Source: an optimization exercise on an open RTL-to-GDS flow (aim: small area). Production flows keep margins and buffers that such runs may drop. Where RTL was checked, it was by simulation tests only, not by an equivalence proof against the original. The RTL of run 2 was laid out without a check of its function. Power figures rest on the tool's default switching activity, not on a simulated workload.

### flow/config.mk
export PLATFORM = sky130hd
export DESIGN_NAME = force_wb_scheduler
export DESIGN_NICKNAME = force_wb_scheduler
export VERILOG_FILES = /design/flow/design.v
export SDC_FILE = /design/flow/constraint.sdc
export NUM_CORES = 4
export LEC_CHECK = 0
export CAP_MARGIN = 20
export CORE_MARGIN = 2
export CORE_UTILIZATION = 55
export SLEW_MARGIN = 20
export SYNTH_HIERARCHICAL = 1
### flow/constraint.sdc
create_clock -name core_clock -period 6.0 [get_ports {clk}]
set_input_delay 1.2000 -clock core_clock [delete_from_list [all_inputs] [get_ports {clk}]]
set_output_delay 1.2000 -clock core_clock [all_outputs]
set_load 0.01 [all_outputs]
### flow/design.v
module force_wb_scheduler #(
  parameter int NUM_SRC    = 4,
  parameter int WB_WIDTH   = 112,
  parameter int FIFO_DEPTH = 8
) (
  input  logic                        clk,
  input  logic                        rst,
  input  logic                        phase_done,
  input  logic [NUM_SRC*WB_WIDTH-1:0] src_wb_out,
  input  logic [NUM_SRC-1:0]          src_wb_valid,
  input  logic [NUM_SRC-1:0]          src_all_ref_issued,
  output logic [NUM_SRC-1:0]          src_ready,
  output logic [NUM_SRC-1:0]          src_start_wb,
  output logic [WB_WIDTH-1:0]         net_out,
  output logic                        net_valid,
  input  logic                        net_ready,
  output logic                        busy,
  output logic                        wb_done,
  output logic                        overflow
);
  localparam int AW = $clog2(FIFO_DEPTH);
  localparam int CW = AW + 1;
  localparam int SW = (NUM_SRC > 1) ? $clog2(NUM_SRC) : 1;
  localparam logic [CW-1:0] DEPTH_C  = FIFO_DEPTH;
  localparam logic [CW-1:0] ALMOST_C = FIFO_DEPTH - 1;
  localparam logic [SW-1:0] LAST_SRC = NUM_SRC - 1;
  typedef enum logic [1:0] {IDLE, START, DRAIN, FLUSH} state_t;
  state_t state, next_state;
  logic [SW-1:0] cur_src, next_src;
  logic [SW-1:0] rr_ptr;
  logic any_valid;
  logic [NUM_SRC-1:0] push, pop, nonempty, start_vec, sel_oh;
  logic [NUM_SRC*FIFO_DEPTH-1:0] rsel;
  logic [WB_WIDTH-1:0] rdata [NUM_SRC*FIFO_DEPTH];
  for (genvar g = 0; g < NUM_SRC; g++) begin : g_src
    logic [AW-1:0] wr_ptr, rd_ptr;
    logic [CW-1:0] count;
    assign nonempty[g] = (count != '0);
    assign pop[g] = sel_oh[g] && net_ready;
    assign push[g] = src_wb_valid[g] && ((count < DEPTH_C) || pop[g]);
    assign src_ready[g] = (count < ALMOST_C);
    for (genvar s = 0; s < FIFO_DEPTH; s++) begin : g_slot
      localparam logic [AW-1:0] SI = s;
      logic [WB_WIDTH-1:0] word;
      always_ff @(posedge clk) begin
        if (push[g] && (wr_ptr == SI)) word <= src_wb_out[g*WB_WIDTH +: WB_WIDTH];
      end
      assign rsel[g*FIFO_DEPTH+s] = sel_oh[g] && (rd_ptr == SI);
      assign rdata[g*FIFO_DEPTH+s] = word;
    end
    always_ff @(posedge clk or negedge rst) begin
      if (!rst) begin
        wr_ptr <= '0;
        rd_ptr <= '0;
        count  <= '0;
      end else begin
        if (push[g]) wr_ptr <= wr_ptr + 1'b1;
        if (pop[g])  rd_ptr <= rd_ptr + 1'b1;
        count <= count + {{AW{1'b0}}, push[g]} - {{AW{1'b0}}, pop[g]};
      end
    end
  end
  logic [2*NUM_SRC-1:0] ne2, first2;
  logic [NUM_SRC-1:0] rot, first;
  always_comb begin
    ne2 = {nonempty, nonempty} >> rr_ptr;    
    rot = ne2[NUM_SRC-1:0];
    first = rot & ~(rot - 1'b1);             
    first2 = {first, first} << rr_ptr;
    sel_oh = first2[2*NUM_SRC-1:NUM_SRC];
  end
  assign any_valid = |nonempty;
  for (genvar b = 0; b < WB_WIDTH; b++) begin : g_rd
    logic [10:0] y;
    logic [2:0] p;
    for (genvar j = 0; j < 10; j++) begin : g_aoi
      fwb_aoi222 u_aoi (
        .a1(rdata[3*j][b]),   .a2(rsel[3*j]),
        .b1(rdata[3*j+1][b]), .b2(rsel[3*j+1]),
        .c1(rdata[3*j+2][b]), .c2(rsel[3*j+2]),
        .y(y[j]));
    end
    fwb_aoi22 u_aoi22 (.a1(rdata[30][b]), .a2(rsel[30]), .b1(rdata[31][b]), .b2(rsel[31]), .y(y[10]));
    fwb_nand4 u_n0 (.a(y[0]), .b(y[1]), .c(y[2]), .d(y[3]), .y(p[0]));
    fwb_nand4 u_n1 (.a(y[4]), .b(y[5]), .c(y[6]), .d(y[7]), .y(p[1]));
    fwb_nand3 u_n2 (.a(y[8]), .b(y[9]), .c(y[10]), .y(p[2]));
    fwb_or3   u_o  (.a(p[0]), .b(p[1]), .c(p[2]), .y(net_out[b]));
  end
  assign net_valid = any_valid;
  logic [SW-1:0] sel_bin;
  always_comb begin
    sel_bin = '0;
    for (int i = 0; i < NUM_SRC; i++) if (sel_oh[i]) sel_bin = sel_bin | i[SW-1:0];
  end
  always_ff @(posedge clk or negedge rst) begin
    if (!rst) begin
      rr_ptr <= '0;
    end else if (any_valid && net_ready) begin
      rr_ptr <= sel_bin + 1'b1;
    end
  end
  always_ff @(posedge clk or negedge rst) begin
    if (!rst) begin
      state   <= IDLE;
      cur_src <= '0;
    end else begin
      state   <= next_state;
      cur_src <= next_src;
    end
  end
  always_comb begin
    next_state = state;
    next_src   = cur_src;
    start_vec  = '0;
    wb_done    = 1'b0;
    case (state)
      IDLE: begin
        if (phase_done) begin
          next_state = START;
          next_src   = '0;
        end
      end
      START: begin
        start_vec[cur_src] = 1'b1;
        next_state = DRAIN;
      end
      DRAIN: begin
        if (src_all_ref_issued[cur_src]) begin
          if (cur_src == LAST_SRC) begin
            next_state = FLUSH;
          end else begin
            next_src   = cur_src + 1'b1;
            next_state = START;
          end
        end
      end
      FLUSH: begin
        if (nonempty == '0) begin
          wb_done    = 1'b1;
          next_state = IDLE;
        end
      end
      default: next_state = IDLE;
    endcase
  end
  assign src_start_wb = start_vec;
  assign busy = (state != IDLE);
  logic [NUM_SRC-1:0] refused;
  assign refused = src_wb_valid & ~push;
  always_ff @(posedge clk or negedge rst) begin
    if (!rst) overflow <= 1'b0;
    else if (|refused) overflow <= 1'b1;
  end
endmodule
module fwb_aoi222 (
  input  logic a1, a2, b1, b2, c1, c2,
  output logic y
);
  assign y = ~((a1 & a2) | (b1 & b2) | (c1 & c2));
endmodule
module fwb_aoi22 (
  input  logic a1, a2, b1, b2,
  output logic y
);
  assign y = ~((a1 & a2) | (b1 & b2));
endmodule
module fwb_nand4 (
  input  logic a, b, c, d,
  output logic y
);
  assign y = ~(a & b & c & d);
endmodule
module fwb_nand3 (
  input  logic a, b, c,
  output logic y
);
  assign y = ~(a & b & c);
endmodule
module fwb_or3 (
  input  logic a, b, c,
  output logic y
);
  assign y = a | b | c;
endmodule
### flow/flow/run.sh
#!/bin/bash
# Standard ORFS layout with three changes: port buffers are plain buf_1 cells (resized by repair
# as needed), the clock tree uses larger sink clusters and no dummy loads, and global routing
# recovers area on paths with slack.
set -euo pipefail
export BUFFER_PORTS_ARGS="-buffer_cell sky130_fd_sc_hd__buf_1"
export CTS_ARGS="-sink_clustering_enable -repair_clock_nets -sink_clustering_size 25 -sink_clustering_max_diameter 200 -dont_use_dummy_load"
bash standard.sh > standard.log 2>&1
### flow/standard.sh
#!/bin/bash
# synth_recipe.tcl (not shown) runs the flow's synth.tcl, then flattens the netlist and writes it again
# the make line also repeats each setting of config.mk as NAME=value (left out here)
make -C /OpenROAD-flow-scripts/flow DESIGN_CONFIG=/design/flow/config.mk WORK_HOME=/design/flow/orfs CLKGATE_MAP_FILE= SYNTH_SCRIPT=/design/flow/synth_recipe.tcl "${@:-finish}"
==> flow_metrics.env, run 1 <==
export IMPL_hold_viol_final=0
export IMPL_cts_sinks=3631
export IMPL_ff2ff_setup_slack_ns=1.52
export IMPL_ys_async_sr_fraction_pct=1.294
export IMPL_worst_ep_arrival_time_ns=4.72
export IMPL_crit_fanout=37
export IMPL_antenna_found_initial=146
export IMPL_hold_buffers=0
export IMPL_cts_max_level=4
export IMPL_fmax_mhz=168.8
export IMPL_drt_iter0_markers=14869
export IMPL_setup_viol=0
export IMPL_synth_common_cells="3584 x edfxtp_1, 1120 x a222oi_1, 225 x nand4_1"
export IMPL_cp_end_kind="output port"
export IMPL_worst_setup_path_type="flop to output port"
export IMPL_max_cap_viol_count=0
export IMPL_design_final_nets=7193
export IMPL_synth_seq_area_share_pct=85.84
export IMPL_synth_area_leader_cell="edfxtp_1"
export IMPL_place_hpwl_mm=235.5
export IMPL_grtUsageTotal_pct=34.30
export IMPL_synth_most_common_cell="edfxtp_1"
export IMPL_firstDrtPassIters=11
export IMPL_cp_required_ns=4.80
export IMPL_ys_ff_latch=3631
export IMPL_vias=72318
export IMPL_post_drt_wl_per_cell_um=41.90
export IMPL_yosysWarnings=9
export IMPL_wl_mm=408.8
export IMPL_clock_latency_ns=0.86
export IMPL_port_buffers=583
export IMPL_fin_setup_tns_ns=0
export IMPL_numCtsBuffers=163
export IMPL_syn_nets=6195
export IMPL_grt_overflow=0
export IMPL_synthFlopType="edfxtp_1"
export IMPL_power_density_nw_per_um2=414.2
export IMPL_rr_worst_depth=8
export IMPL_rsz0062_at_grt="no"
export IMPL_irDropWorstVdd_uv=304.2
export IMPL_drc=0
export IMPL_final_layout_size_suffix_gt1_share_pct=9.307
export IMPL_period_minus_slack_ns=5.924
export IMPL_die_h_um=484.0
export IMPL_slew_viol_final=0
export IMPL_synth_edff_count=3584
export IMPL_reg2reg_from="g_src[3].count[3]$_DFF_PN0_"
export IMPL_syn_to_final_growth_pct=11.00
export IMPL_tightest_slew_ns=1.198
export IMPL_hp_class="input port to async pin"
export IMPL_die_w_um=484.0
export IMPL_synth_cell_area_um2=126700
export IMPL_syn_inst=5655
export IMPL_dieArea_um2=234300
export IMPL_final_core_util_pct=61.31
export IMPL_skew_ns=0.07594
export IMPL_grt_max_degree=77
export IMPL_cts_max_path_buffers=3
export IMPL_finalCritPeriodShare_pct=98.74
export IMPL_core_area_um2=229500
export IMPL_start_util_pct=55.24
export IMPL_yosys_cell_types_count=57
export IMPL_rows=176
export IMPL_synth_area_per_cell_um2=22.41
export IMPL_clkSlewWorstSetupHoldPaths_ns=0.11
export IMPL_io_pins=584
export IMPL_viasPerCell=7.411
export IMPL_cts_tree="done"
export IMPL_slew_headroom_pct=20.13
export IMPL_r2r_end="g_src[2].g_slot[4].word[77]$_DFFE_PP_"
export IMPL_yosys_top_cells_area="edfxtp_1 85%, a222oi_1 8.8%, nand4_1 1.1%"
export IMPL_leakagePower_nw=43.11
export IMPL_cts_root_buf="clkbuf_16"
export IMPL_cp_start_kind="flop"
export IMPL_gp_congestion=0.8245
export IMPL_grt_pass1_vias=69391
export IMPL_grt_first_pass_wirelength_mm=556.9
export IMPL_synth_top_cell_area_share_pct=84.91
export IMPL_status="finished clean"
export IMPL_drtAntennaViolNets=0
export IMPL_fillers=16282
==> flip-flops by register name, indices dropped and copies added, names as in the netlist <==
name	flops
g_src.g_slot.word	3584
g_src.count	16
g_src.rd_ptr	12
g_src.wr_ptr	12
cur_src	2
rr_ptr	2
state	2
overflow	1
==> how the worst max path moves through the flow <==
| stage | startpoint | to | slack [ns] |
|---|---|---|---|
| CTS | g_src[1].count[3]$_DFF_PN0_ | net_out[11] | 0.08 |
| global route | g_src[3].count[3]$_DFF_PN0_ | net_out[65] | 0.02 |
| detailed placement | g_src[1].count[3]$_DFF_PN0_ | net_out[11] | 0.84 |
| global placement | g_src[1].count[3]$_DFF_PN0_ | net_out[11] | 0.93 |
| floorplan | g_src[0].count[3]$_DFF_PN0_ | net_out[0] | 0.68 |
| finish | g_src[0].rd_ptr[2]$_DFFE_PN0P_ | net_out[80] | 0.08 |
==> cell type report <==
cell class,count,area (um^2),area share (%)
Multi-Input combinational cell,1963,18000,12.80
Tap cell,3026,3786,2.691
Inverter,61,229.0,0.1628
Timing Repair Buffer,833,5584,3.969
Sequential cell,3631,108800,77.34
Clock buffer,163,4079,2.899
Antenna cell,81,202.7,0.1441
==> logic make-up (layout without fill, tap and decap cells) <==
group                    after synthesis  count (layout)  share of synthesized area, %
multiplexers                          14              14                        0.1273
flip-flops                          3631            3631                         85.84
XOR/XNOR                              16              16                        0.1106
buffers and inverters                 70            1057                        0.2379
AO/OA/AOI/OAI                       1281            1281                         10.23
other                                  0              81                             0
adder cells (fa/ha/maj)               80              80                        0.8134
AND/OR/NAND/NOR                      563             572                         2.641
==> per-module statistics from Yosys, one instance, submodules excluded <==
| module | cells inside | area, um^2 |
|---|---|---|
| force_wb_scheduler | 3975 | 111500 |
| fwb_or3 | 1 | 6.256 |
| fwb_nand4 | 1 | 6.256 |
| fwb_nand3 | 1 | 5.005 |
| fwb_aoi22 | 1 | 12.51 |
| fwb_aoi222 | 1 | 10.01 |
==> worst max-delay path, stage by stage (launching register included) <==
cell,delay (ns)
dfrtp_2,0.69
inv_1,0.54
ha_1,0.40
and3_4,0.42
buf_4,0.41
a222oi_1,0.43
nand4_1,0.33
or3_1,0.47
buf_1,0.15
==> where the power goes <==
group	internal [mW]	switching (mW)	total [mW]	leakage [nW]
registers	30.8	0.763	31.6	32.9
clock network	4.87	7.29	12.2	2.01
logic	4.15	10.4	14.5	8.16
==> layer usage <==
metal | vias up | part of all wire (%) | GRT usage (%)
met2 | 5358 | 46 | 52.19
met1 | 37772 | 37 | 48.10
met5 | - | 0.18 | 0.1021
met4 | 124 | 3.6 | 11.97
li1 | 28328 | - | -
met3 | 736 | 14 | 9.629
==> cells in the final DEF (no fill, tap or decap), types with 46 or more instances in the layout <==
cell type,synthesis,layout
a222oi_1,1120,1120
a22oi_2,112,112
and3_4,0,53
buf_1,0,582
buf_12,0,121
buf_4,2,128
clkbuf_16,0,163
dfrtp_1,47,46
diode_2,0,81
edfxtp_1,3584,3584
ha_1,76,76
inv_1,61,61
nand3_1,116,116
nand4_1,225,225
or3_1,112,112
==> metrics by stage <==
| stage | hold WS, ns | power, mW | setup slack, ns | area, um^2 | instances |
|---|---|---|---|---|---|
| floorplan | 0.4980 | 38.82 | 0.6802 | 126700 | 5655 |
| global placement | 0.5329 | 45.95 | 0.9345 | 136100 | 9485 |
| detailed placement | 0.5343 | 46.19 | 0.8437 | 136100 | 9485 |
| CTS | 0.4286 | 58.12 | 0.08281 | 140400 | 9665 |
| global route | 0.4703 | 59.89 | 0.02103 | 140600 | 9723 |
| finish | 0.4532 | 58.28 | 0.07577 | 140700 | 9758 |
==> timing repair <==
item | 4_1_cts | 5_1_grt
endpoints found under the setup margin | 11 | 64
gates cloned | 8 | 1
resized for setup | 5 | 2
setup buffers | 9 | 11
pin swaps | 0 | 1
==> run 2: changes to the inputs <==
--- a/flow/design.v
+++ b/flow/design.v
@@ -30,33 +30,41 @@
   logic [SW-1:0] rr_ptr;
   logic any_valid;
   logic [NUM_SRC-1:0] push, pop, nonempty, start_vec, sel_oh;
-  logic [NUM_SRC*FIFO_DEPTH-1:0] rsel;
+  localparam int NSL = 4;                
+  localparam int SLW = WB_WIDTH / NSL;    
+  logic [NUM_SRC*FIFO_DEPTH*NSL-1:0] rsel;
   logic [WB_WIDTH-1:0] rdata [NUM_SRC*FIFO_DEPTH];
   for (genvar g = 0; g < NUM_SRC; g++) begin : g_src
     logic [AW-1:0] wr_ptr, rd_ptr;
     logic [CW-1:0] count;
+    assign wr_ptr = rd_ptr + count[AW-1:0];
     assign nonempty[g] = (count != '0);
     assign pop[g] = sel_oh[g] && net_ready;
-    assign push[g] = src_wb_valid[g] && ((count < DEPTH_C) || pop[g]);
+    assign push[g] = src_wb_valid[g] && (!count[AW] || pop[g]);
     assign src_ready[g] = (count < ALMOST_C);
+    logic push_n;
+    assign push_n = !push[g];
     for (genvar s = 0; s < FIFO_DEPTH; s++) begin : g_slot
       localparam logic [AW-1:0] SI = s;
       logic [WB_WIDTH-1:0] word;
-      always_ff @(posedge clk) begin
-        if (push[g] && (wr_ptr == SI)) word <= src_wb_out[g*WB_WIDTH +: WB_WIDTH];
+      logic [NSL-1:0] we, re;
+      for (genvar k = 0; k < NSL; k++) begin : g_sl
+        fwb_nor2 u_we (.a(push_n), .b(wr_ptr != SI), .y(we[k]));
+        fwb_and2 u_re (.a(sel_oh[g]), .b(rd_ptr == SI), .y(re[k]));
+        always_ff @(posedge clk) begin
+          if (we[k]) word[k*SLW +: SLW] <= src_wb_out[g*WB_WIDTH + k*SLW +: SLW];
+        end
+        assign rsel[(g*FIFO_DEPTH+s)*NSL+k] = re[k];
       end
-      assign rsel[g*FIFO_DEPTH+s] = sel_oh[g] && (rd_ptr == SI);
       assign rdata[g*FIFO_DEPTH+s] = word;
     end
     always_ff @(posedge clk or negedge rst) begin
       if (!rst) begin
-        wr_ptr <= '0;
         rd_ptr <= '0;
         count  <= '0;
       end else begin
-        if (push[g]) wr_ptr <= wr_ptr + 1'b1;
-        if (pop[g])  rd_ptr <= rd_ptr + 1'b1;
-        count <= count + {{AW{1'b0}}, push[g]} - {{AW{1'b0}}, pop[g]};
+        if (pop[g]) rd_ptr <= rd_ptr + 1'b1;
+        if (push[g] != pop[g]) count <= push[g] ? count + 1'b1 : count - 1'b1;
       end
     end
   end
@@ -71,19 +79,19 @@
   end
   assign any_valid = |nonempty;
   for (genvar b = 0; b < WB_WIDTH; b++) begin : g_rd
-    logic [10:0] y;
+    logic [9:0] y;
     logic [2:0] p;
     for (genvar j = 0; j < 10; j++) begin : g_aoi
       fwb_aoi222 u_aoi (
-        .a1(rdata[3*j][b]),   .a2(rsel[3*j]),
-        .b1(rdata[3*j+1][b]), .b2(rsel[3*j+1]),
-        .c1(rdata[3*j+2][b]), .c2(rsel[3*j+2]),
+        .a1(rdata[3*j][b]),   .a2(rsel[(3*j)*NSL + b/SLW]),
+        .b1(rdata[3*j+1][b]), .b2(rsel[(3*j+1)*NSL + b/SLW]),
+        .c1(rdata[3*j+2][b]), .c2(rsel[(3*j+2)*NSL + b/SLW]),
         .y(y[j]));
     end
-    fwb_aoi22 u_aoi22 (.a1(rdata[30][b]), .a2(rsel[30]), .b1(rdata[31][b]), .b2(rsel[31]), .y(y[10]));
     fwb_nand4 u_n0 (.a(y[0]), .b(y[1]), .c(y[2]), .d(y[3]), .y(p[0]));
     fwb_nand4 u_n1 (.a(y[4]), .b(y[5]), .c(y[6]), .d(y[7]), .y(p[1]));
-    fwb_nand3 u_n2 (.a(y[8]), .b(y[9]), .c(y[10]), .y(p[2]));
+    fwb_last  u_n2 (.a1(rdata[30][b]), .a2(rsel[30*NSL + b/SLW]), .b1(rdata[31][b]), .b2(rsel[31*NSL + b/SLW]),
+                    .p(y[8]), .q(y[9]), .y(p[2]));
     fwb_or3   u_o  (.a(p[0]), .b(p[1]), .c(p[2]), .y(net_out[b]));
   end
   assign net_valid = any_valid;
@@ -158,11 +166,11 @@
 );
   assign y = ~((a1 & a2) | (b1 & b2) | (c1 & c2));
 endmodule
-module fwb_aoi22 (
-  input  logic a1, a2, b1, b2,
+module fwb_last (
+  input  logic a1, a2, b1, b2, p, q,
   output logic y
 );
-  assign y = ~((a1 & a2) | (b1 & b2));
+  assign y = ~(p & q & ~((a1 & a2) | (b1 & b2)));
 endmodule
 module fwb_nand4 (
   input  logic a, b, c, d,
@@ -170,15 +178,21 @@
 );
   assign y = ~(a & b & c & d);
 endmodule
-module fwb_nand3 (
-  input  logic a, b, c,
-  output logic y
-);
-  assign y = ~(a & b & c);
-endmodule
 module fwb_or3 (
   input  logic a, b, c,
   output logic y
 );
   assign y = a | b | c;
 endmodule
+module fwb_and2 (
+  input  logic a, b,
+  output logic y
+);
+  assign y = a & b;
+endmodule
+module fwb_nor2 (
+  input  logic a, b,
+  output logic y
+);
+  assign y = ~(a | b);
+endmodule
==> flow/flow/run.sh (replaced) <==
#!/bin/bash
# Standard ORFS layout with two changes: port buffers are plain buf_1 cells (resized by repair
# as needed), and the clock tree uses larger sink clusters and no dummy loads.
set -euo pipefail
export BUFFER_PORTS_ARGS="-buffer_cell sky130_fd_sc_hd__buf_1"
export CTS_ARGS="-sink_clustering_enable -repair_clock_nets -sink_clustering_size 25 -sink_clustering_max_diameter 200 -dont_use_dummy_load"
bash standard.sh > standard.log 2>&1
==> run 2 against run 1 <==
Against the previous run: core utilization hardly changed; cell count is 2.7% higher; still clean; first-iteration DRC count is 8.6% lower; setup slack worse by 0.011 ns; clock power hardly changed; clock-buffer cell count is 1 lower; synthesized area is 0.19% higher; sequential share of layout area is 0.29 points lower; die area is 0.19% higher; routed wire length is 6.8% lower; cell area is 0.10% higher; non-clock buffer count is 37 higher.
==> flow_metrics.env, run 2 <==
export IMPL_grt_max_degree=36
export IMPL_r2r_end="g_src[0].g_slot[0].word[82]$_DFFE_PP_"
export IMPL_syn_to_final_growth_pct=10.90
export IMPL_layout_commonest_cell="edfxtp_1"
export IMPL_period_minus_slack_ns=5.935
export IMPL_final_cell_mix="3584 x edfxtp_1, 1120 x a222oi_1, 582 x buf_1"
export IMPL_rr_worst_depth=8
export IMPL_numCtsBuffers=162
export IMPL_finalCritPeriodShare_pct=98.92
export IMPL_synth_area_per_cell_um2=21.57
export IMPL_clkSlewWorstSetupHoldPaths_ns=0.11
export IMPL_synth_compound_area_share_pct=9.823
export IMPL_grtUsageTotal_pct=31.87
export IMPL_leakagePower_nw=42.81
export IMPL_worst_ep_arrival_time_ns=4.74
export IMPL_slew_headroom_pct=17.99
export IMPL_setup_viol=0
export IMPL_max_cap_viol_count=0
export IMPL_worst_path_most_repeated_cell="buf_4"
export IMPL_synthSimpleGateAreaFrac_pct=3.659
export IMPL_fmax_mhz=168.5
export IMPL_design_final_nets=7412
export IMPL_syn_nets=6395
export IMPL_worstPathCellList="nor4_4 -> buf_4 -> a22oi_1 -> o22ai_2 -> and2b_2 -> buf_4 -> and2_1 -> buf_4 -> a222oi_1 -> nand4_1 -> or3_1 -> buf_1"
export IMPL_firstDrtPassIters=13
export IMPL_drtAntennaViolNets=0
export IMPL_ys_async_sr_fraction_pct=0.9671
export IMPL_synth_edff_count=3584
export IMPL_cts_max_path_buffers=3
export IMPL_drt_iter0_markers=13584
export IMPL_cp_start_kind="flop"
export IMPL_synth_area_leader_cell="edfxtp_1"
export IMPL_start_util_pct=55.29
export IMPL_cp_end_kind="output port"
export IMPL_syn_inst=5887
export IMPL_cp_required_ns=4.80
export IMPL_cts_tree="done"
export IMPL_antenna_found_initial=150
export IMPL_synth_common_cells="3584 x edfxtp_1, 1120 x a222oi_1, 225 x nand4_1"
export IMPL_synth_top_cell_area_share_pct=84.75
export IMPL_cts_sinks=3619
export IMPL_vias=71241
export IMPL_synth_top_family_by_area="compound AO/OA/AOI/OAI gates"
export IMPL_power_density_nw_per_um2=412.4
export IMPL_skew_ns=0.07334
export IMPL_post_drt_wl_per_cell_um=38.02
export IMPL_yosysWarnings=9
export IMPL_grt_pass1_vias=67792
export IMPL_final_layout_size_suffix_gt1_share_pct=9.490
export IMPL_gp_congestion=0.8975
export IMPL_die_h_um=484.5
export IMPL_setup_ws_ns=0.06480
export IMPL_synth_most_common_cell="edfxtp_1"
export IMPL_rows=176
export IMPL_hold_buffers=0
export IMPL_irDropWorstVdd_uv=474.0
export IMPL_slew_viol_final=0
export IMPL_critPathSlowestCell="dfrtp_1"
export IMPL_cts_max_level=4
export IMPL_ys_ff_latch=3619
export IMPL_dieArea_um2=234700
export IMPL_synthFlopType="edfxtp_1"
export IMPL_status="finished clean"
export IMPL_place_hpwl_mm=246.5
export IMPL_synth_xor_area_share_pct=0.1655
export IMPL_largest_register="g_src.g_slot.word"
export IMPL_reg2reg_from="g_src[1].count[2]$_DFFE_PN0P_"
export IMPL_synth_cell_area_um2=127000
export IMPL_synthAdderAreaFrac_pct=0.5202
export IMPL_drc=0
export IMPL_viasPerCell=7.112
export IMPL_crit_fanout=28
export IMPL_yosys_cell_types_count=52
export IMPL_grt_overflow=0
export IMPL_synthMuxAreaShare_pct=0.2631
export IMPL_core_area_um2=229700
export IMPL_reg_top3="g_src.g_slot.word x3584, g_src.count x16, g_src.rd_ptr x12"
export IMPL_grt_first_pass_wirelength_mm=527.0
export IMPL_hold_viol_final=0
export IMPL_wl_mm=380.9
export IMPL_pre_cts_ws_ns=0.4594
export IMPL_io_pins=584
export IMPL_tightest_slew_ns=1.228
export IMPL_ff2ff_setup_slack_ns=1.75
export IMPL_clock_latency_ns=0.88
export IMPL_cts_root_buf="clkbuf_16"
export IMPL_slowest_delay_ns=0.59
export IMPL_hp_class="input port to async pin"
export IMPL_synth_seq_area_share_pct=85.44
export IMPL_largest_reg_flops=3584
export IMPL_fin_setup_tns_ns=0
export IMPL_port_buffers=583
export IMPL_die_w_um=484.5
export IMPL_rsz0062_at_grt="no"
export IMPL_worst_setup_path_type="flop to output port"
export IMPL_yosys_top_cells_area="edfxtp_1 85%, a222oi_1 8.8%, nand4_1 1.1%"
## run 2: per-stage QoR
stage	instance area (um^2)	power, mW	instances	utilization [%]	hold WS [ns]
global placement	136000	46.16	9744	59.22	0.4814
global route	140700	59.72	9965	61.26	0.4248
detailed placement	136200	46.36	9750	59.28	0.4868
floorplan	127000	37.62	5887	-	0.5095
finish	140800	58.07	10017	61.32	0.4420
CTS	140300	58.01	9912	61.07	0.4065
## run 2: report_power, final
group	total [mW]	internal (mW)	switching, mW
Combinational	15.3	3.89	11.4
Clock	12.0	4.84	7.19
Sequential	30.7	30.1	0.654
## run 2: per-layer routing
metal | track usage, % | wire (um)
met5 | 0 | 730
met4 | 11.54 | 14610
met2 | 48.99 | 176800
met3 | 7.429 | 45880
met1 | 45.08 | 142800
## run 2: area by class of cell
type                            count  area, um^2
Antenna cell                       89       222.7
Timing Repair Buffer              870        4772
Clock buffer                      162        4054
Sequential cell                  3619      108500
Inverter                           22       82.58
Fill cell                       16238       88850
Tap cell                         3026        3786
Multi-Input combinational cell   2229       19410
## run 2: worst max-delay path: cells and delay by family, from the launching register on
| kind | cells | cell delay [ns] |
|---|---|---|
| buffers and inverters | 4 | 0.88 |
| DFF | 1 | 0.59 |
| AOI/OAI and AO/OA | 3 | 0.81 |
| and+or+nand+nor | 5 | 1.59 |
## run 2: Yosys stat by module, one instance, submodules excluded
module              times used  flops+latches
force_wb_scheduler           1           3619
fwb_and2                   128              0
fwb_aoi222                1120              0
fwb_last                   112              0
fwb_nand4                  224              0
fwb_nor2                   128              0
fwb_or3                    112              0
## run 2: logic make-up after synthesis
kind of cell / Yosys count
AOI/OAI and AO/OA: 1294
and+or+nand+nor: 832
DFF: 3619
muxes: 31
xor gates and xnor gates: 24
buffers and inverters: 39
adders and majority gates: 48
## run 2: worst max path at each step
stage | start | endpoint | slack [ns] | cells past startpoint
3_5_place_dp | g_src[1].count[1]$_DFFE_PN0P_ | net_out[96] | 0.46 | 9
2_1_floorplan | net_ready | g_src[1].g_slot[0].word[0]$_DFFE_PP_ | 0.84 | 5
4_1_cts | g_src[1].count[1]$_DFFE_PN0P_ | net_out[109] | -0.02 | 12
3_3_place_gp | g_src[1].count[1]$_DFFE_PN0P_ | net_out[98] | 0.53 | 9
6_report | g_src[2].count[1]$_DFFE_PN0P_ | net_out[43] | 0.06 | 12
5_1_grt | g_src[2].count[1]$_DFFE_PN0P_ | net_out[43] | 0.009 | 12
## run 2: timing repair
| action | 4_1_cts | 5_1_grt |
|---|---|---|
| setup buffers | 0 | 5 |
| endpoints found under the setup margin | 98 | 103 |
| resized for setup | 36 | 15 |
| endpoints found under the hold margin | 0 | 0 |
| pin swaps | 0 | 3 |
==> run 3: changes to the inputs <==
--- a/flow/design.v
+++ b/flow/design.v
@@ -42,14 +42,12 @@
     assign pop[g] = sel_oh[g] && net_ready;
     assign push[g] = src_wb_valid[g] && (!count[AW] || pop[g]);
     assign src_ready[g] = (count < ALMOST_C);
-    logic push_n;
-    assign push_n = !push[g];
     for (genvar s = 0; s < FIFO_DEPTH; s++) begin : g_slot
       localparam logic [AW-1:0] SI = s;
       logic [WB_WIDTH-1:0] word;
       logic [NSL-1:0] we, re;
       for (genvar k = 0; k < NSL; k++) begin : g_sl
-        fwb_nor2 u_we (.a(push_n), .b(wr_ptr != SI), .y(we[k]));
+        fwb_and2 u_we (.a(push[g]), .b(wr_ptr == SI), .y(we[k]));
         fwb_and2 u_re (.a(sel_oh[g]), .b(rd_ptr == SI), .y(re[k]));
         always_ff @(posedge clk) begin
           if (we[k]) word[k*SLW +: SLW] <= src_wb_out[g*WB_WIDTH + k*SLW +: SLW];
@@ -190,9 +188,3 @@
 );
   assign y = a & b;
 endmodule
-module fwb_nor2 (
-  input  logic a, b,
-  output logic y
-);
-  assign y = ~(a | b);
-endmodule
==> flow/flow/run.sh (replaced) <==
#!/bin/bash
# Standard ORFS layout with two changes: port buffers are plain buf_1 cells (resized by repair
# as needed), and the clock tree uses larger sink clusters and no dummy loads.
set -euo pipefail
export BUFFER_PORTS_ARGS="-buffer_cell sky130_fd_sc_hd__buf_1"
export CTS_ARGS="-sink_clustering_enable -repair_clock_nets -sink_clustering_size 28 -sink_clustering_max_diameter 80 -dont_use_dummy_load"
bash standard.sh > standard.log 2>&1
==> run 3 against run 2 <==
Against the previous run: maximum frequency is 1.2% higher; combinational power is 7% lower; cell count is 0.77% lower; global-route usage is 0.23 points lower; still clean on timing, DRC and antenna; die area is 0.22% higher; critical path type unchanged; worst hold slack worse by 0.015 ns; clock-buffer cell count is 4 lower; cell area is 1.2% lower; largest cell class unchanged; setup slack better by 0.073 ns; core utilization is 0.82 points lower; sequential share of layout area is 0.90 points higher; critical path depth is 1 lower.
==> flow_metrics.env, run 3 <==
export IMPL_cts_max_level=4
export IMPL_place_hpwl_mm=233.5
export IMPL_wl_mm=379.1
export IMPL_grt_max_degree=36
export IMPL_slew_viol_final=0
export IMPL_drt_iter0_markers=14235
export IMPL_dieArea_um2=235300
export IMPL_max_cap_viol_count=0
export IMPL_grt_overflow=0
export IMPL_slowest_delay_ns=0.61
export IMPL_die_h_um=485.0
export IMPL_numCtsBuffers=158
export IMPL_final_cell_area_um2=139200
export IMPL_leakagePower_nw=42.52
export IMPL_grt_pass1_vias=67041
export IMPL_slew_headroom_pct=16.24
export IMPL_cts_setup_buffers=0
export IMPL_setup_viol=0
export IMPL_power_internal_mw=38.55
export IMPL_port_buffers=583
export IMPL_cts_max_path_buffers=3
export IMPL_firstDrtPassIters=13
export IMPL_synth_cell_area_um2=127300
export IMPL_final_layout_size_suffix_gt1_share_pct=7.929
export IMPL_synth_seq_area_share_pct=85.25
export IMPL_p_switching_mw=18.49
export IMPL_layout_commonest_cell="edfxtp_1"
export IMPL_yosysWarnings=9
export IMPL_viasPerCell=7.161
export IMPL_final_cells=9940
export IMPL_power_density_nw_per_um2=409.8
export IMPL_tightest_slew_ns=1.252
export IMPL_dp_cells=9689
export IMPL_syn_nets=6398
export IMPL_grt_first_pass_wirelength_mm=522.9
export IMPL_p_clk_share_pct=20.8
export IMPL_drtAntennaViolNets=0
export IMPL_setup_ws_ns=0.1379
export IMPL_largest_register="g_src.g_slot.word"
export IMPL_ys_ff_latch=3619
export IMPL_fin_hold_ws_ns=0.4266
export IMPL_worst_ep_arrival_time_ns=4.66
export IMPL_vias=71177
export IMPL_io_pins=584
export IMPL_drc=0
export IMPL_rows=176
export IMPL_core_area_um2=230100
export IMPL_p_seq_share_pct=54.1
export IMPL_synthFlopType="edfxtp_1"
export IMPL_start_util_pct=55.31
export IMPL_gp_congestion=0.8282
export IMPL_synth_area_leader_cell="edfxtp_1"
export IMPL_p_comb_share_pct=25.1
export IMPL_cts_tree="done"
export IMPL_grtUsageTotal_pct=31.64
export IMPL_synth_common_cells="3584 x edfxtp_1, 1120 x a222oi_1, 275 x and2_1"
export IMPL_rsz0062_at_grt="no"
export IMPL_clkSlewWorstSetupHoldPaths_ns=0.09
export IMPL_synth_edff_count=3584
export IMPL_pre_cts_ws_ns=0.3597
export IMPL_synth_top_cell_area_share_pct=84.56
export IMPL_place_area_um2=135000
export IMPL_irDropWorstVdd_uv=367.9
export IMPL_yosys_cell_types_count=56
export IMPL_crit_fanout=32
export IMPL_fmax_mhz=170.6
export IMPL_syn_to_final_growth_pct=9.379
export IMPL_critPathSlowestCell="and2_1"
export IMPL_ys_async_sr_fraction_pct=0.9671
export IMPL_switching_share_pct=32.42
export IMPL_post_drt_wl_per_cell_um=38.14
export IMPL_clock_latency_ns=0.86
export IMPL_status="finished clean"
export IMPL_yosys_top_cells_area="edfxtp_1 85%, a222oi_1 8.8%, and2_1 1.4%"
export IMPL_skew_ns=0.08572
export IMPL_synth_most_common_cell="edfxtp_1"
export IMPL_reg_top3="g_src.g_slot.word x3584, g_src.count x16, g_src.rd_ptr x12"
export IMPL_cp_end_kind="output port"
export IMPL_die_w_um=485.0
export IMPL_syn_inst=5890
export IMPL_worst_setup_path_type="flop to output port"
export IMPL_cp_required_ns=4.80
export IMPL_largest_reg_flops=3584
export IMPL_finalCritPeriodShare_pct=97.70
export IMPL_period_minus_slack_ns=5.862
export IMPL_antenna_found_initial=154
export IMPL_design_final_nets=7333
export IMPL_hold_viol_final=0
export IMPL_hp_class="input port to async pin"
export IMPL_worstPathCellList="nor4_4 -> a21boi_0 -> o22ai_2 -> and2_1 -> buf_4 -> and2_1 -> buf_4 -> a222oi_1 -> nand4_1 -> or3_1 -> buf_1"
export IMPL_final_cell_mix="3584 x edfxtp_1, 1120 x a222oi_1, 582 x buf_1"
export IMPL_cts_root_buf="clkbuf_16"
export IMPL_synth_area_per_cell_um2=21.61
export IMPL_cts_sinks=3619
export IMPL_cp_start_kind="flop"
export IMPL_fin_setup_tns_ns=0
-- run 3: cell types whose count changed in the layout (fill, tap and decap cells not counted), sizes merged, moves of 5 or more --
cell and change:
nand2b +8, nor3 +6, buf -80, mux2i -12, a21oi -5, nor2b -8, and2 +131, nand2 -19
nor2 -107
-- run 3: power by group through the flow --
stage	registers, mW	logic, mW	clock network [mW]
CTS	30.8	14.2	12.0
floorplan	31.2	6.33	0
finish	30.8	14.3	11.9
global route	31.0	14.8	12.8
detailed placement	31.4	14.1	0
global placement	31.3	14.0	0
-- run 3: timing repair --
| item | 4_1_cts | 5_1_grt |
|---|---|---|
| resized for setup | 6 | 14 |
| pin swaps | 0 | 1 |
| endpoints found under the setup margin | 103 | 68 |
| cloned | 0 | 0 |
| hold buffers | 0 | 0 |
-- run 3: layout make-up --
cell class | instances | area (um^2)
Fill cell | 16491 | 90910
Antenna cell | 91 | 227.7
Multi-Input combinational cell | 2230 | 18830
Inverter | 25 | 93.84
Sequential cell | 3619 | 108500
Clock buffer | 158 | 3954
Timing Repair Buffer | 791 | 3819
Tap cell | 3026 | 3786
-- run 3: worst max-delay path: cells and delay by family, from the launching register on --
kind	cells	cell delay (ns)
AOI/OAI and AO/OA	3	0.54
buffers and inverters	3	0.88
DFF	1	0.50
and+or+nand+nor	5	1.91
-- run 3: final timing paths --
| path | start | endpoint | slack [ns] | cells after the start |
|---|---|---|---|---|
| setup / recovery | g_src[3].count[0]$_DFFE_PN0P_ | net_out[96] | 0.14 | 11 |
| hold / removal | rst | cur_src[1]$_DFFE_PN0P_ | 0.43 | 2 |
| setup reg to reg | g_src[0].count[1]$_DFFE_PN0P_ | g_src[3].g_slot[1].word[105]$_DFFE_PP_ | 1.76 | 8 |
| hold reg to reg | overflow$_DFFE_PN0P_ | overflow$_DFFE_PN0P_ | 0.56 | 2 |
| max in group asynchronous | rst | g_src[2].count[3]$_DFFE_PN0P_ | 5.07 | 2 |
| min in group core_clock | overflow$_DFFE_PN0P_ | overflow$_DFFE_PN0P_ | 0.56 | 2 |
-- run 3: cells by family (layout without fill, tap and decap cells) --
family / Yosys count / in the layout / synth area share [%]
DFF: 3619 / 3619 / 85.25
xor gates and xnor gates: 24 / 24 / 0.1652
other: 0 / 91 / 0
adders and majority gates: 48 / 48 / 0.5191
AOI/OAI and AO/OA: 1297 / 1297 / 9.825
muxes: 18 / 18 / 0.1563
and+or+nand+nor: 843 / 843 / 3.945
buffers and inverters: 41 / 974 / 0.1386
-- run 3: per-module statistics from Yosys (local to each module, per instance) --
module | times used | area [um^2] | cells inside | flip-flops and latches
force_wb_scheduler | 1 | 111000 | 3954 | 3619
fwb_nand4 | 224 | 6.256 | 1 | 0
fwb_last | 112 | 12.51 | 2 | 0
fwb_and2 | 256 | 6.256 | 1 | 0
fwb_aoi222 | 1120 | 10.01 | 1 | 0
fwb_or3 | 112 | 6.256 | 1 | 0
-- run 3: layer usage --
metal / part of all wire, % / wire length [um] / GRT usage (%)
met1: 39 / 146300 / 46.10
met2: 46 / 174600 / 47.76
met3: 12 / 45250 / 7.156
met4: 3.2 / 12220 / 10.72
met5: 0.20 / 777 / 0
-- run 3: stage by stage --
step	utilization, %	total power, mW
after CTS	60.37	57.05
after floorplan	-	37.50
final	60.49	57.04
after detailed placement	58.65	45.53
after global placement	58.65	45.30
after global routing	60.43	58.65
==> run 4: changes to the inputs <==
--- a/flow/design.v
+++ b/flow/design.v
@@ -77,7 +77,7 @@
   end
   assign any_valid = |nonempty;
   for (genvar b = 0; b < WB_WIDTH; b++) begin : g_rd
-    logic [9:0] y;
+    logic [10:0] y;
     logic [2:0] p;
     for (genvar j = 0; j < 10; j++) begin : g_aoi
       fwb_aoi222 u_aoi (
@@ -86,10 +86,10 @@
         .c1(rdata[3*j+2][b]), .c2(rsel[(3*j+2)*NSL + b/SLW]),
         .y(y[j]));
     end
+    fwb_aoi22 u_aoi22 (.a1(rdata[30][b]), .a2(rsel[30*NSL + b/SLW]), .b1(rdata[31][b]), .b2(rsel[31*NSL + b/SLW]), .y(y[10]));
     fwb_nand4 u_n0 (.a(y[0]), .b(y[1]), .c(y[2]), .d(y[3]), .y(p[0]));
     fwb_nand4 u_n1 (.a(y[4]), .b(y[5]), .c(y[6]), .d(y[7]), .y(p[1]));
-    fwb_last  u_n2 (.a1(rdata[30][b]), .a2(rsel[30*NSL + b/SLW]), .b1(rdata[31][b]), .b2(rsel[31*NSL + b/SLW]),
-                    .p(y[8]), .q(y[9]), .y(p[2]));
+    fwb_nand3 u_n2 (.a(y[8]), .b(y[9]), .c(y[10]), .y(p[2]));
     fwb_or3   u_o  (.a(p[0]), .b(p[1]), .c(p[2]), .y(net_out[b]));
   end
   assign net_valid = any_valid;
@@ -164,17 +164,23 @@
 );
   assign y = ~((a1 & a2) | (b1 & b2) | (c1 & c2));
 endmodule
-module fwb_last (
-  input  logic a1, a2, b1, b2, p, q,
+module fwb_aoi22 (
+  input  logic a1, a2, b1, b2,
   output logic y
 );
-  assign y = ~(p & q & ~((a1 & a2) | (b1 & b2)));
+  assign y = ~((a1 & a2) | (b1 & b2));
 endmodule
 module fwb_nand4 (
   input  logic a, b, c, d,
   output logic y
 );
   assign y = ~(a & b & c & d);
+endmodule
+module fwb_nand3 (
+  input  logic a, b, c,
+  output logic y
+);
+  assign y = ~(a & b & c);
 endmodule
 module fwb_or3 (
   input  logic a, b, c,
==> flow/flow/run.sh (replaced) <==
#!/bin/bash
# Standard ORFS layout with two changes: port buffers are plain buf_1 cells (resized by repair
# as needed), and the clock tree uses larger sink clusters and no dummy loads.
set -euo pipefail
export BUFFER_PORTS_ARGS="-buffer_cell sky130_fd_sc_hd__buf_1"
export CTS_ARGS="-sink_clustering_enable -repair_clock_nets -sink_clustering_size 25 -sink_clustering_max_diameter 200 -dont_use_dummy_load"
bash standard.sh > standard.log 2>&1
==> run 4 against run 3 <==
Against the previous run: synthesized cell count barely moved; first-iteration DRC count fell by 2.1%; register-to-register slack got worse by 0.34 ns; non-clock buffer count fell by 7; sequential power barely moved; cell count barely moved; worst hold slack got worse by 0.020 ns; clock-buffer cell count rose by 4; maximum frequency barely moved; critical endpoint is now net_out[62].
==> flow_metrics.env, run 4 <==
export IMPL_io_pins=584
export IMPL_synth_area_leader_cell="edfxtp_1"
export IMPL_hold_viol_final=0
export IMPL_dieArea_um2=236300
export IMPL_final_layout_size_suffix_gt1_share_pct=9.233
export IMPL_cts_max_level=4
export IMPL_irDropWorstVdd_uv=429.5
export IMPL_grt_max_degree=36
export IMPL_cts_sinks=3619
export IMPL_switching_share_pct=32.08
export IMPL_place_hpwl_mm=227.0
export IMPL_hp_class="input port to async pin"
export IMPL_power_density_nw_per_um2=406.5
export IMPL_cts_max_path_buffers=3
export IMPL_slew_viol_final=0
export IMPL_synthFlopType="edfxtp_1"
export IMPL_grt_pass1_vias=67777
export IMPL_pre_cts_ws_ns=0.9868
export IMPL_grt_overflow=0
export IMPL_r2r_end="g_src[0].g_slot[7].word[56]$_DFFE_PP_"
export IMPL_synth_edff_count=3584
export IMPL_final_cell_mix="3584 x edfxtp_1, 1120 x a222oi_1, 582 x buf_1"
export IMPL_fmax_mhz=170.5
export IMPL_port_buffers=583
export IMPL_p_clk_share_pct=21.2
export IMPL_cp_required_ns=4.80
export IMPL_p_comb_share_pct=24.7
export IMPL_yosys_top_cells_area="edfxtp_1 84%, a222oi_1 8.8%, and2_1 1.3%"
export IMPL_synth_area_per_cell_um2=21.70
export IMPL_post_drt_wl_per_cell_um=38.72
export IMPL_worst_ep_arrival_time_ns=4.67
export IMPL_ys_async_sr_fraction_pct=0.9671
export IMPL_finalCritPeriodShare_pct=97.78
export IMPL_rsz0062_at_grt="no"
export IMPL_synth_top_cell_area_share_pct=84.20
export IMPL_numCtsBuffers=162
export IMPL_wl_mm=384.7
export IMPL_syn_nets=6399
export IMPL_crit_fanout=33
export IMPL_start_util_pct=55.44
export IMPL_synth_cell_area_um2=127800
export IMPL_die_h_um=486.1
export IMPL_largest_reg_flops=3584
export IMPL_reg_top3="g_src.g_slot.word x3584, g_src.count x16, g_src.rd_ptr x12"
export IMPL_ys_ff_latch=3619
export IMPL_final_cell_area_um2=139900
export IMPL_p_switching_mw=18.24
export IMPL_drtAntennaViolNets=0
export IMPL_drt_iter0_markers=13932
export IMPL_cp_end_kind="output port"
export IMPL_worst_setup_path_type="flop to output port"
export IMPL_yosysWarnings=9
export IMPL_yosys_cell_types_count=54
export IMPL_period_minus_slack_ns=5.867
export IMPL_vias=71139
export IMPL_syn_inst=5891
export IMPL_slew_headroom_pct=19.62
export IMPL_fin_setup_tns_ns=0
export IMPL_rows=176
export IMPL_syn_to_final_growth_pct=9.409
export IMPL_rr_worst_depth=8
export IMPL_gp_congestion=0.8181
export IMPL_cts_tree="done"
export IMPL_setup_ws_ns=0.1333
export IMPL_largest_register="g_src.g_slot.word"
export IMPL_ff2ff_setup_slack_ns=1.42
export IMPL_grt_first_pass_wirelength_mm=529.4
export IMPL_hold_buffers=0
export IMPL_power_internal_mw=38.61
export IMPL_cts_root_buf="clkbuf_16"
export IMPL_drc=0
export IMPL_status="finished clean"
export IMPL_reg2reg_from="g_src[3].count[1]$_DFFE_PN0P_"
export IMPL_setup_viol=0
export IMPL_clock_latency_ns=0.84
export IMPL_max_cap_viol_count=0
export IMPL_leakagePower_nw=42.64
export IMPL_cts_setup_buffers=0
export IMPL_die_w_um=486.1
export IMPL_worstPathCellList="or4_1 -> o21ai_1 -> and3_1 -> buf_4 -> and2_1 -> buf_4 -> a222oi_1 -> nand4_1 -> or3_1 -> buf_1"
export IMPL_synth_common_cells="3584 x edfxtp_1, 1120 x a222oi_1, 273 x and2_1"
export IMPL_critPathSlowestCell="and2_1"
export IMPL_skew_ns=0.04564
export IMPL_place_area_um2=135500
export IMPL_design_final_nets=7333
export IMPL_viasPerCell=7.160
export IMPL_synth_most_common_cell="edfxtp_1"
export IMPL_p_seq_share_pct=54.1
export IMPL_synth_seq_area_share_pct=84.88
export IMPL_cp_start_kind="flop"
export IMPL_firstDrtPassIters=13
export IMPL_core_area_um2=230600
export IMPL_clkSlewWorstSetupHoldPaths_ns=0.10
export IMPL_antenna_found_initial=157
export IMPL_grtUsageTotal_pct=31.91
export IMPL_worst_path_most_repeated_cell="buf_4"
export IMPL_slowest_delay_ns=0.83
export IMPL_layout_commonest_cell="edfxtp_1"
export IMPL_cts_resized=0
export IMPL_tightest_slew_ns=1.201
export IMPL_fillers=16495
[run 4: cell types whose count changed after synthesis, sizes merged, moves of 3 or more]
cell | before | now
a22o | 0 | 4
nor2 | 40 | 37
mux2i | 12 | 15
nand2 | 24 | 28
a21oi | 13 | 19
[run 4: cell families (layout without fill, tap and decap cells)]
kind of cell               Yosys count  count (layout)  share of synthesized area, %
DFF                               3619            3619                         84.88
AOI/OAI and AO/OA                 1297            1297                         10.18
and+or+nand+nor                    843             843                         3.929
adders and majority gates           48              48                        0.5168
buffers and inverters               38             970                        0.1253
xor gates and xnor gates            24              24                        0.1644
muxes                               22              22                        0.1977
other                                0              87                             0
[run 4: cell type report]
class	count	area (um^2)	share of cell area (%)
Antenna cell	87	217.7	0.1557
Clock buffer	162	4054	2.899
Inverter	24	90.09	0.06442
Multi-Input combinational cell	2234	19360	13.85
Sequential cell	3619	108500	77.58
Tap cell	3026	3786	2.707
Timing Repair Buffer	784	3841	2.747
[run 4: power by group through the flow]
stage | registers, mW | clock network (mW) | logic (mW)
global placement | 31.2 | 0 | 13.7
CTS | 30.8 | 12.2 | 13.9
finish | 30.8 | 12.1 | 14.0
global route | 30.9 | 13.0 | 14.5
detailed placement | 31.3 | 0 | 13.9
floorplan | 31.1 | 0 | 6.29
[run 4: critical path, delay by kind of cell, from the launching register on]
family                 cells  cell delay [ns]
flip-flops                 1             0.51
AND/OR/NAND/NOR            5             1.95
AO/OA/AOI/OAI              2             0.36
buffers and inverters      3             0.99
[run 4: Yosys stat by module, one instance, submodules excluded]
module / area, um^2 / cells inside / flops+latches
fwb_and2: 6.256 / 1 / 0
fwb_nand3: 5.005 / 1 / 0
fwb_aoi22: 12.51 / 1 / 0
fwb_or3: 6.256 / 1 / 0
fwb_nand4: 6.256 / 1 / 0
force_wb_scheduler: 110900 / 3955 / 3619
fwb_aoi222: 10.01 / 1 / 0
[run 4: through the flow]
step	utilization (%)	hold WS [ns]	power, mW	instances
floorplan	-	0.5178	37.39	5891
global route	60.59	0.4309	58.46	9878
finish	60.66	0.4063	56.85	9936
global placement	58.78	0.4835	44.98	9685
CTS	60.54	0.3927	56.86	9847
detailed placement	58.78	0.4933	45.19	9685
[run 4: per-layer routing]
metal	up-vias	track usage [%]	share of wire, %
met5	-	0	0.21
met4	130	11.14	3.6
met3	640	7.788	12
met2	4495	48.74	46
met1	36961	45.36	38
li1	28913	-	-
[run 4: worst max-delay path by stage]
stage                                       start           to  slack [ns]
floorplan           g_src[0].count[0]$_DFFE_PN0P_   net_out[0]        1.01
global placement    g_src[3].count[1]$_DFFE_PN0P_  net_out[43]        1.02
detailed placement  g_src[3].count[1]$_DFFE_PN0P_  net_out[43]        0.99
CTS                 g_src[3].count[1]$_DFFE_PN0P_  net_out[43]        0.05
global route        g_src[0].count[1]$_DFFE_PN0P_  net_out[68]       0.008
finish              g_src[3].count[1]$_DFFE_PN0P_  net_out[62]        0.13
==> run 5: changes to the inputs <==
--- a/flow/design.v
+++ b/flow/design.v
@@ -29,16 +29,19 @@
   logic [SW-1:0] cur_src, next_src;
   logic [SW-1:0] rr_ptr;
   logic any_valid;
-  logic [NUM_SRC-1:0] push, pop, nonempty, start_vec, sel_oh;
+  logic [NUM_SRC-1:0] push, pop, start_vec, sel_oh;
+  logic [NUM_SRC-1:0] nonempty_next, sel_next;
+  logic [SW-1:0] rr_next;
   localparam int NSL = 4;                
   localparam int SLW = WB_WIDTH / NSL;    
   logic [NUM_SRC*FIFO_DEPTH*NSL-1:0] rsel;
   logic [WB_WIDTH-1:0] rdata [NUM_SRC*FIFO_DEPTH];
   for (genvar g = 0; g < NUM_SRC; g++) begin : g_src
     logic [AW-1:0] wr_ptr, rd_ptr;
-    logic [CW-1:0] count;
+    logic [CW-1:0] count, count_next;
     assign wr_ptr = rd_ptr + count[AW-1:0];
-    assign nonempty[g] = (count != '0);
+    assign count_next = (push[g] == pop[g]) ? count : push[g] ? count + 1'b1 : count - 1'b1;
+    assign nonempty_next[g] = (count_next != '0);
     assign pop[g] = sel_oh[g] && net_ready;
     assign push[g] = src_wb_valid[g] && (!count[AW] || pop[g]);
     assign src_ready[g] = (count < ALMOST_C);
@@ -62,22 +65,26 @@
         count  <= '0;
       end else begin
         if (pop[g]) rd_ptr <= rd_ptr + 1'b1;
-        if (push[g] != pop[g]) count <= push[g] ? count + 1'b1 : count - 1'b1;
+        count <= count_next;
       end
     end
   end
   logic [2*NUM_SRC-1:0] ne2, first2;
   logic [NUM_SRC-1:0] rot, first;
   always_comb begin
-    ne2 = {nonempty, nonempty} >> rr_ptr;    
+    ne2 = {nonempty_next, nonempty_next} >> rr_next;    
     rot = ne2[NUM_SRC-1:0];
-    first = rot & ~(rot - 1'b1);             
-    first2 = {first, first} << rr_ptr;
-    sel_oh = first2[2*NUM_SRC-1:NUM_SRC];
+    first = rot & ~(rot - 1'b1);                        
+    first2 = {first, first} << rr_next;
+    sel_next = first2[2*NUM_SRC-1:NUM_SRC];
   end
-  assign any_valid = |nonempty;
+  always_ff @(posedge clk or negedge rst) begin
+    if (!rst) sel_oh <= '0;
+    else      sel_oh <= sel_next;
+  end
+  assign any_valid = |sel_oh;
   for (genvar b = 0; b < WB_WIDTH; b++) begin : g_rd
-    logic [10:0] y;
+    logic [9:0] y;
     logic [2:0] p;
     for (genvar j = 0; j < 10; j++) begin : g_aoi
       fwb_aoi222 u_aoi (
@@ -86,10 +93,10 @@
         .c1(rdata[3*j+2][b]), .c2(rsel[(3*j+2)*NSL + b/SLW]),
         .y(y[j]));
     end
-    fwb_aoi22 u_aoi22 (.a1(rdata[30][b]), .a2(rsel[30*NSL + b/SLW]), .b1(rdata[31][b]), .b2(rsel[31*NSL + b/SLW]), .y(y[10]));
     fwb_nand4 u_n0 (.a(y[0]), .b(y[1]), .c(y[2]), .d(y[3]), .y(p[0]));
     fwb_nand4 u_n1 (.a(y[4]), .b(y[5]), .c(y[6]), .d(y[7]), .y(p[1]));
-    fwb_nand3 u_n2 (.a(y[8]), .b(y[9]), .c(y[10]), .y(p[2]));
+    fwb_last  u_n2 (.a1(rdata[30][b]), .a2(rsel[30*NSL + b/SLW]), .b1(rdata[31][b]), .b2(rsel[31*NSL + b/SLW]),
+                    .p(y[8]), .q(y[9]), .y(p[2]));
     fwb_or3   u_o  (.a(p[0]), .b(p[1]), .c(p[2]), .y(net_out[b]));
   end
   assign net_valid = any_valid;
@@ -98,12 +105,10 @@
     sel_bin = '0;
     for (int i = 0; i < NUM_SRC; i++) if (sel_oh[i]) sel_bin = sel_bin | i[SW-1:0];
   end
+  assign rr_next = (any_valid && net_ready) ? sel_bin + 1'b1 : rr_ptr;
   always_ff @(posedge clk or negedge rst) begin
-    if (!rst) begin
-      rr_ptr <= '0;
-    end else if (any_valid && net_ready) begin
-      rr_ptr <= sel_bin + 1'b1;
-    end
+    if (!rst) rr_ptr <= '0;
+    else      rr_ptr <= rr_next;
   end
   always_ff @(posedge clk or negedge rst) begin
     if (!rst) begin
@@ -141,7 +146,7 @@
         end
       end
       FLUSH: begin
-        if (nonempty == '0) begin
+        if (!any_valid) begin
           wb_done    = 1'b1;
           next_state = IDLE;
         end
@@ -164,23 +169,17 @@
 );
   assign y = ~((a1 & a2) | (b1 & b2) | (c1 & c2));
 endmodule
-module fwb_aoi22 (
-  input  logic a1, a2, b1, b2,
+module fwb_last (
+  input  logic a1, a2, b1, b2, p, q,
   output logic y
 );
-  assign y = ~((a1 & a2) | (b1 & b2));
+  assign y = ~(p & q & ~((a1 & a2) | (b1 & b2)));
 endmodule
 module fwb_nand4 (
   input  logic a, b, c, d,
   output logic y
 );
   assign y = ~(a & b & c & d);
-endmodule
-module fwb_nand3 (
-  input  logic a, b, c,
-  output logic y
-);
-  assign y = ~(a & b & c);
 endmodule
 module fwb_or3 (
   input  logic a, b, c,
==> flow/flow/run.sh (replaced) <==
#!/bin/bash
# Standard ORFS layout with two changes: port buffers are plain buf_1 cells (resized by repair
# as needed), and the clock tree uses larger sink clusters and no dummy loads.
set -euo pipefail
export BUFFER_PORTS_ARGS="-buffer_cell sky130_fd_sc_hd__buf_1"
export CTS_ARGS="-sink_clustering_enable -repair_clock_nets -sink_clustering_size 30 -sink_clustering_max_diameter 80 -dont_use_dummy_load"
bash standard.sh > standard.log 2>&1
--- a/flow/config.mk
+++ b/flow/config.mk
@@ -5,8 +5,8 @@
 export SDC_FILE = /design/flow/constraint.sdc
 export NUM_CORES = 4
 export LEC_CHECK = 0
-export CAP_MARGIN = 20
+export CAP_MARGIN = 5
 export CORE_MARGIN = 2
 export CORE_UTILIZATION = 55
-export SLEW_MARGIN = 20
+export SLEW_MARGIN = 5
 export SYNTH_HIERARCHICAL = 1
==> run 5 against run 4 <==
Against the previous run: clock skew rose by 0.047 ns; combinational power fell by 9%; first-iteration DRC count fell by 0.47%; routed wire length fell by 0.84%; clock-buffer cell count fell by 8; clock power fell by 3%; core utilization fell by 0.30 points; register-to-register slack improved by 0.45 ns; largest cell class unchanged.
==> flow_metrics.env, run 5 <==
export IMPL_synthAdderAreaFrac_pct=0.5188
export IMPL_synth_top_family_by_area="compound AO/OA/AOI/OAI gates"
export IMPL_vias=70604
export IMPL_critPathSlowestCell="and2_1"
export IMPL_grt_max_degree=40
export IMPL_drtAntennaViolNets=0
export IMPL_drc=0
export IMPL_fin_setup_tns_ns=0
export IMPL_layout_commonest_cell="edfxtp_1"
export IMPL_crit_fanout=22
export IMPL_slew_headroom_pct=9.296
export IMPL_syn_inst=5871
export IMPL_rsz0062_at_grt="no"
export IMPL_viasPerCell=7.147
export IMPL_worst_setup_path_type="flop to output port"
export IMPL_dieArea_um2=235400
export IMPL_switching_share_pct=31.19
export IMPL_cts_root_buf="clkbuf_16"
export IMPL_reg_top3="g_src.g_slot.word x3584, g_src.count x16, g_src.rd_ptr x12"
export IMPL_setup_viol=0
export IMPL_cts_max_level=4
export IMPL_antenna_found_initial=119
export IMPL_hp_class="input port to async pin"
export IMPL_syn_nets=6379
export IMPL_critPathLaunch="g_src[3].rd_ptr[1]$_DFFE_PN0P_"
export IMPL_final_layout_size_suffix_gt1_share_pct=7.364
export IMPL_synth_cell_area_um2=127300
export IMPL_status="finished clean"
export IMPL_hold_viol_final=0
export IMPL_ys_ff_latch=3623
export IMPL_io_pins=584
export IMPL_slowest_delay_ns=1.15
export IMPL_die_h_um=485.2
export IMPL_synth_compound_area_share_pct=9.793
export IMPL_grt_first_pass_wirelength_mm=527.0
export IMPL_final_cell_mix="3584 x edfxtp_1, 1120 x a222oi_1, 582 x buf_1"
export IMPL_drt_iter0_markers=13867
export IMPL_synth_seq_area_share_pct=85.29
export IMPL_synth_edff_count=3584
export IMPL_p_switching_mw=17.19
export IMPL_p_comb_share_pct=23.3
export IMPL_synth_area_leader_cell="edfxtp_1"
export IMPL_cp_required_ns=4.80
export IMPL_synth_top_cell_area_share_pct=84.52
export IMPL_clkSlewWorstSetupHoldPaths_ns=0.10
export IMPL_setup_ws_ns=0.2580
export IMPL_start_util_pct=55.33
export IMPL_wl_mm=381.5
export IMPL_power_internal_mw=37.94
export IMPL_p_seq_share_pct=55.5
export IMPL_worst_ep_arrival_time_ns=4.54
export IMPL_pre_cts_ws_ns=1.039
export IMPL_worstPathCellList="inv_1 -> ha_1 -> nor2b_1 -> and2_1 -> a222oi_1 -> nand3_1 -> or3_1 -> buf_1"
export IMPL_critical_path_buf_inv_count=2
export IMPL_rows=176
export IMPL_syn_to_final_growth_pct=9.079
export IMPL_leakagePower_nw=42.35
export IMPL_yosys_top_cells_area="edfxtp_1 85%, a222oi_1 8.8%, and2_1 1.3%"
export IMPL_synth_most_common_cell="edfxtp_1"
export IMPL_yosys_cell_types_count=55
export IMPL_synthSimpleGateAreaFrac_pct=3.928
export IMPL_reg2reg_from="g_src[2].count[0]$_DFF_PN0_"
export IMPL_clock_latency_ns=0.86
export IMPL_synthFlopType="edfxtp_1"
export IMPL_place_hpwl_mm=235.5
export IMPL_finalCritPeriodShare_pct=95.70
export IMPL_cts_resized=0
export IMPL_port_buffers=583
export IMPL_tightest_slew_ns=1.361
export IMPL_design_final_nets=7300
export IMPL_path_delay_family="simple AND/OR/NAND/NOR gates"
export IMPL_firstDrtPassIters=13
export IMPL_cp_start_kind="flop"
export IMPL_cts_sinks=3623
export IMPL_largest_reg_flops=3584
export IMPL_hold_buffers=0
export IMPL_cts_max_path_buffers=3
export IMPL_max_cap_viol_count=0
export IMPL_skew_ns=0.09221
export IMPL_cts_tree="done"
export IMPL_fin_hold_ws_ns=0.5109
export IMPL_power_density_nw_per_um2=396.9
export IMPL_fillers=16610
export IMPL_die_w_um=485.2
export IMPL_numCtsBuffers=154
export IMPL_irDropWorstVdd_uv=322.1
export IMPL_cts_setup_buffers=0
export IMPL_post_drt_wl_per_cell_um=38.61
export IMPL_fmax_mhz=174.2
export IMPL_synth_xor_area_share_pct=0.1720
export IMPL_grt_overflow=0
export IMPL_grt_pass1_vias=68018
export IMPL_core_area_um2=230100
export IMPL_largest_register="g_src.g_slot.word"
export IMPL_slew_viol_final=0
export IMPL_period_minus_slack_ns=5.742
export IMPL_ys_async_sr_fraction_pct=1.076
export IMPL_cp_end_kind="output port"
export IMPL_gp_congestion=0.8728
export IMPL_synth_common_cells="3584 x edfxtp_1, 1120 x a222oi_1, 272 x and2_1"
export IMPL_yosysWarnings=9
export IMPL_p_clk_share_pct=21.3
export IMPL_synth_area_per_cell_um2=21.69
export IMPL_synthMuxAreaShare_pct=0.2024
export IMPL_grtUsageTotal_pct=31.92
==> run 5: power by group through the flow <==
| stage | clock [mW] | combinational (mW) | sequential, mW |
|---|---|---|---|
| after global routing | 12.7 | 13.3 | 30.7 |
| after global placement | 0 | 12.6 | 31.1 |
| after CTS | 11.9 | 12.7 | 30.6 |
| final | 11.7 | 12.8 | 30.6 |
| after floorplan | 0 | 5.88 | 30.9 |
| after detailed placement | 0 | 12.7 | 31.1 |
==> run 5: area by class of cell <==
class                   instances  area [um^2]  share of cell area, %
diodes                         63        157.7                 0.1135
clock buffers                 154         3854                  2.775
inverters                      22        82.58                0.05946
multi-input cells            2219        18790                  13.53
flip-flops and latches       3623       108600                  78.19
well taps                    3026         3786                  2.726
repair buffers                772         3625                  2.610
==> run 5: kinds of logic (layout without fill, tap and decap cells) <==
family                     count (synthesis)  after routing
DFF                                     3623           3623
AOI/OAI and AO/OA                       1288           1288
and+or+nand+nor                          838            838
adders and majority gates                 48             48
buffers and inverters                     29            948
xor gates and xnor gates                  25             25
muxes                                     20             20
other                                      0             63
==> run 5: routing by layer <==
metal,up-vias,GRT usage (%),share of wire [%]
li1,28770,-,-
met1,36775,44.47,37
met2,4325,49.70,47
met3,642,7.319,12
met4,92,11.94,4.0
met5,-,0,0.15
==> run 5: metrics by stage <==
step | utilization, % | power (mW) | std cells | area (um^2)
global route | 60.32 | 56.72 | 9847 | 138800
finish | 60.36 | 55.13 | 9879 | 138900
floorplan | - | 36.81 | 5871 | 127300
detailed placement | 58.61 | 43.81 | 9662 | 134900
global placement | 58.60 | 43.62 | 9660 | 134800
CTS | 60.29 | 55.19 | 9816 | 138700
==> run 5: worst register-to-register path, stage by stage, from the launching register on <==
cell and delay, ns:
dfrtp_1 0.51, ha_1 0.26, fa_1 0.38, xnor2_1 0.33, xnor2_1 0.20, nor3_1 1.02
and2_2 1.05
==> run 5: per-module statistics from Yosys (local to each module, per instance) <==
module,cells,area (um^2),copies in the design,flip-flops and latches
fwb_or3,1,6.256,112,0
fwb_aoi222,1,10.01,1120,0
fwb_last,2,12.51,112,0
fwb_and2,1,6.256,256,0
fwb_nand4,1,6.256,224,0
force_wb_scheduler,3935,111000,1,3623
==> run 5: path summary, 6_finish.rpt <==
check / end / slack, ns / depth (start not counted)
max: net_out[39] / 0.26 / 8
max in group asynchronous: g_src[1].count[1]$_DFF_PN0_ / 4.91 / 2
min reg2reg: overflow$_DFFE_PN0P_ / 0.55 / 2
min in group core_clock: overflow$_DFFE_PN0P_ / 0.55 / 2
min: g_src[3].count[0]$_DFF_PN0_ / 0.51 / 2
max reg2reg: g_src[2].g_slot[4].word[3]$_DFFE_PP_ / 1.87 / 6

port drivers added, routing unchanged:
No port has a modelled driver above. Below, the same layouts with a new extraction and two added sets of constraints. Step 1 (the two cells are an assumption about what drives the block):
set clk [get_ports {clk}]
set_driving_cell -lib_cell sky130_fd_sc_hd__clkbuf_16 $clk
set_driving_cell -lib_cell sky130_fd_sc_hd__buf_2 [delete_from_list [all_inputs] $clk]
Step 2, shift: input delay + t, output delay - t, t = (earliest + latest rising clock arrival at the registers) / 2. This alone moves slack from input paths to output paths. Slacks: ideal / step 1 / step 2; pairs: ideal / step 1.
| run | shift t [ns] | setup WS [ns] | worst hold slack (ns) | clock arrival spread, ns |
|---|---|---|---|---|
| run 1 | 0.921 | 0.076 / -0.027 / 0.895 | 0.453 / 0.390 / 0.550 | 0.077 / 0.077 |
| run 2 | 0.936 | 0.065 / -0.030 / 0.906 | 0.442 / 0.371 / 0.509 | 0.085 / 0.085 |
| run 3 | 0.927 | 0.138 / 0.032 / 0.959 | 0.427 / 0.343 / 0.559 | 0.086 / 0.086 |
| run 4 | 0.931 | 0.133 / 0.030 / 0.961 | 0.406 / 0.329 / 0.520 | 0.056 / 0.056 |
| run 5 | 0.905 | 0.258 / 0.162 / 0.827 | 0.511 / 0.438 / 0.553 | 0.092 / 0.092 |
After both steps every run listed still meets setup and hold.
